Source: an optimization exercise on an open RTL-to-GDS flow (aim: small area, a short achievable clock period and few clock cycles per item). Production flows keep margins and buffers that such runs may drop. The RTL was checked by simulation tests, not by an equivalence proof against the original design. Power and IR drop assume default switching activity.

== run A ==
## proof_emul
module proof_emul #(
  parameter int BMAX = 256
) (
  input  logic            clk_i,
  input  logic            arst_ni,
  input  logic            istr_i,
  input  logic [BMAX-1:0] modp_i,
  input  logic [BMAX-1:0] opa_i,
  input  logic [BMAX-1:0] opb_i,
  output logic            busy_o,
  output logic            vlid_o,
  output logic            ierr_o,
  output logic [BMAX-1:0] prod_o
);
For scale: ~1400 flip-flops, roughly 77000 um^2 of cells after synthesis.
clock: 17.5 ns
lec_check: 0
cap_margin: 20
core_margin: 2
core_utilization: 40
slew_margin: 20
standard.sh (not shown) runs the stock make flow with config.mk's settings and CLKGATE_MAP_FILE= SYNTH_SCRIPT=/design/flow/synth_recipe.tcl, a recipe that flattens the netlist after the stock synthesis.
==> flow/flow/run.sh <==
#!/bin/bash
# The standard ORFS layout (standard.sh), with two changes to how it is made:
#  - the port buffers are sky130_fd_sc_hd__buf_2 cells (buffer_ports' -buffer_cell);
#  - the flow's own repair_timing steps (after CTS and after global routing) are
#    asked for a larger setup slack margin, so that they size and buffer the
#    design for a shorter period than the constraint's. The SDC is unchanged.
# The full make output goes to make_finish.log; ORFS keeps each step's log under orfs/logs.
set -euo pipefail
export BUFFER_PORTS_ARGS="-buffer_cell sky130_fd_sc_hd__buf_2"
export SETUP_SLACK_MARGIN=12.5
bash standard.sh finish > make_finish.log 2>&1
Per the final summary, run A finished and its layout is clean on timing, DRC and antenna.
Testbench counts of run A, summed over its fixed seeds: cycles 26,287, items 192.
Relative to run A, the following input files were edited for run B:
# run A
export LEC_CHECK = 0
export CAP_MARGIN = 20
export CORE_MARGIN = 2
export CORE_UTILIZATION = 40
export SLEW_MARGIN = 20
create_clock -name core_clock -period 17.5 [get_ports {clk_i}]
# run B
export LEC_CHECK = 0
export CAP_MARGIN = 20
export CORE_MARGIN = 2
export CORE_UTILIZATION = 40
export CTS_CLUSTER_DIAMETER = 100
export CTS_CLUSTER_SIZE = 24
export SLEW_MARGIN = 20
create_clock -name core_clock -period 17.5 [get_ports {clk_i}]
==> flow/flow/run.sh <==
#!/bin/bash
# The standard ORFS layout (standard.sh), with two changes to how it is made:
#  - the port buffers are sky130_fd_sc_hd__buf_1 cells (buffer_ports' -buffer_cell);
#  - the flow's own repair_timing steps (after CTS and after global routing) are
#    asked for a larger setup slack margin, so that they size and buffer the
#    design for a shorter period than the constraint's. The SDC is unchanged.
# The full make output goes to make_finish.log; ORFS keeps each step's log under orfs/logs.
set -euo pipefail
export BUFFER_PORTS_ARGS="-buffer_cell sky130_fd_sc_hd__buf_1"
export SETUP_SLACK_MARGIN=12.5
bash standard.sh finish > make_finish.log 2>&1
Results
- Taking run B over run A, the met3 wire length ratio works out to 0.895.
- Global-route usage over all layers (lower): run B
- Going from run A to run B, number of H-tree levels shrinks by 1.
- Run B has minimum clock period above what run A had.
- Compared with run A, run B shows total design power that has gone down by more than 10%.
- Compared run A against run B; clock skew within noise.
- For area of combinational cells with multiple inputs, run A and run B come out practically identical.
Changes in run C relative to run B:
# run B
export LEC_CHECK = 0
export CAP_MARGIN = 20
export CORE_MARGIN = 2
export CORE_UTILIZATION = 40
export CTS_CLUSTER_DIAMETER = 100
export CTS_CLUSTER_SIZE = 24
export SLEW_MARGIN = 20
create_clock -name core_clock -period 17.5 [get_ports {clk_i}]
# run C
export LEC_CHECK = 0
export CAP_MARGIN = 20
export CORE_MARGIN = 2
export CORE_UTILIZATION = 40
export SLEW_MARGIN = 20
create_clock -name core_clock -period 17.5 [get_ports {clk_i}]
==> flow/flow/run.sh <==
#!/bin/bash
# The standard ORFS layout (standard.sh), with two changes to how it is made:
#  - the port buffers are sky130_fd_sc_hd__buf_2 cells (buffer_ports' -buffer_cell);
#  - the flow's own repair_timing steps (after CTS and after global routing) are
#    asked for a larger setup slack margin, so that they size and buffer the
#    design for a shorter period than the constraint's. The SDC is unchanged.
# The full make output goes to make_finish.log; ORFS keeps each step's log under orfs/logs.
set -euo pipefail
export BUFFER_PORTS_ARGS="-buffer_cell sky130_fd_sc_hd__buf_2"
export SETUP_SLACK_MARGIN=12.2
bash standard.sh finish > make_finish.log 2>&1
## What came out
Run comparison: run C kind of critical path input port to flop; run B kind of critical path flop to primary output. The final weighted congestion of routability-driven global placement was comparable across run C and run B. When run C is measured against run B, its clock-pin slew of the registers on the worst-case setup and hold paths turns out 0.04 ns lower. Number of logic stages on the critical path including buffering: run C vs run B up 3. Run C vs. run B: maximum clock frequency down about 4%, clock share of power saw an increase. Looking at buffering overhead, run C sits below run B.
For run D, these inputs were changed with respect to run C:
==> flow/flow/run.sh <==
#!/bin/bash
# The standard ORFS layout (standard.sh), with two changes to how it is made:
#  - the port buffers are sky130_fd_sc_hd__buf_1 cells (buffer_ports' -buffer_cell);
#  - the flow's own repair_timing steps (after CTS and after global routing) are
#    asked for a larger setup slack margin, so that they size and buffer the
#    design for a shorter period than the constraint's. The SDC is unchanged.
# The full make output goes to make_finish.log; ORFS keeps each step's log under orfs/logs.
set -euo pipefail
export BUFFER_PORTS_ARGS="-buffer_cell sky130_fd_sc_hd__buf_1"
export SETUP_SLACK_MARGIN=12.5
bash standard.sh finish > make_finish.log 2>&1
## What came out
Run D | stages: all done | timing, DRC, antenna: all pass. Run D vs run C, most common cell after layout, fill and taps aside: buf_1 vs buf_2. Run D vs run C — final cell count climbed slightly. When run D is set beside run C, its share of total power in combinational logic turns out to be 1.4 points larger. The sequential cell fraction of total power number comes out lower for run D vs run C. Changes observed in run D relative to run C: minimum hold slack has increased, clock period minus final worst setup slack has decreased, area added between synthesis and finish has increased, via count of the first global-routing pass has remained practically unchanged. Going from run C to run D, worst path arrival time lower, worst reg-to-reg path cell count decreased by 1 relative to the old numbers, number of multi-input logic gates essentially unchanged.
#### Input delta (run E over run D)
# run D
export LEC_CHECK = 0
export CAP_MARGIN = 20
export CORE_MARGIN = 2
export CORE_UTILIZATION = 40
export SLEW_MARGIN = 20
create_clock -name core_clock -period 17.5 [get_ports {clk_i}]
# run E
export LEC_CHECK = 0
export CAP_MARGIN = 20
export CORE_MARGIN = 2
export CORE_UTILIZATION = 60
export SLEW_MARGIN = 20
create_clock -name core_clock -period 17.5 [get_ports {clk_i}]
==> flow/flow/run.sh <==
#!/bin/bash
# The standard ORFS layout (standard.sh), with two changes to how it is made:
#  - the port buffers are sky130_fd_sc_hd__buf_2 cells (buffer_ports' -buffer_cell);
#  - the flow's own repair_timing steps (after CTS and after global routing) are
#    asked for a larger setup slack margin, so that they size and buffer the
#    design for a shorter period than the constraint's. The SDC is unchanged.
# The full make output goes to make_finish.log; ORFS keeps each step's log under orfs/logs.
set -euo pipefail
export BUFFER_PORTS_ARGS="-buffer_cell sky130_fd_sc_hd__buf_2"
export SETUP_SLACK_MARGIN=12.5
bash standard.sh finish > make_finish.log 2>&1
Notes after the runs:
- Run E finished every stage and its layout cleared the timing, DRC and antenna checks.
- Diff run D -> run E: clock network fraction of total power down 0.7 points; combinational power down about 1%; period utilization up 0.23 points; sequential area share after synthesis flat.
- Compared with run D, run E ends up with a smaller final cell area.
- Post-place instance area: run D vs run E, no meaningful difference
- Stage delay of the slowest cell on the critical path up 0.50 ns in run E wrt run D
- Run E reports its critical path launch point as j_r[1] while run D reports ss_r[26].
- The run with more setup slack is run D; run E has less.
- Min critical path depth across run E and run D: run D

port drivers added, routing unchanged:
The results above use ideal ports. As a check the final layouts listed here were re-extracted and re-timed, cells and wires unchanged. Step 1 assumes that a clkbuf_16 drives the clock port and a buf_2 every other input. Step 2 times the ports against the registers' clock, not the clock port: input delays grow and output delays shrink by t, the midpoint of the rising clock arrivals with the driver on. Three values: no drivers, after step 1, after step 2; two values: the first two.
| run | shift t [ns] | setup slack, ns | hold WS [ns] | worst setup path at the end | pins driven straight from the clock port |
|---|---|---|---|---|---|
| run A | 0.905 | 12.524 / 12.427 / 11.693 | 0.448 / 0.448 / 0.448 | input to register | 1 |
| run B | 0.839 | 12.512 / 12.415 / 11.768 | 0.453 / 0.453 / 0.453 | input to register | 1 |
| run C | 0.903 | 12.303 / 12.293 / 11.441 | 0.446 / 0.446 / 0.446 | input to register | 1 |
| run D | 0.915 | 12.525 / 12.428 / 11.696 | 0.453 / 0.453 / 0.453 | input to register | 1 |
| run E | 0.871 | 12.484 / 12.423 / 11.662 | 0.444 / 0.444 / 0.444 | input to register | 1 |
After both steps every run listed still meets setup and hold. For run C, which loses most, drivers alone change the setup slack by -0.010 ns; drivers and shift together by -0.862 ns.
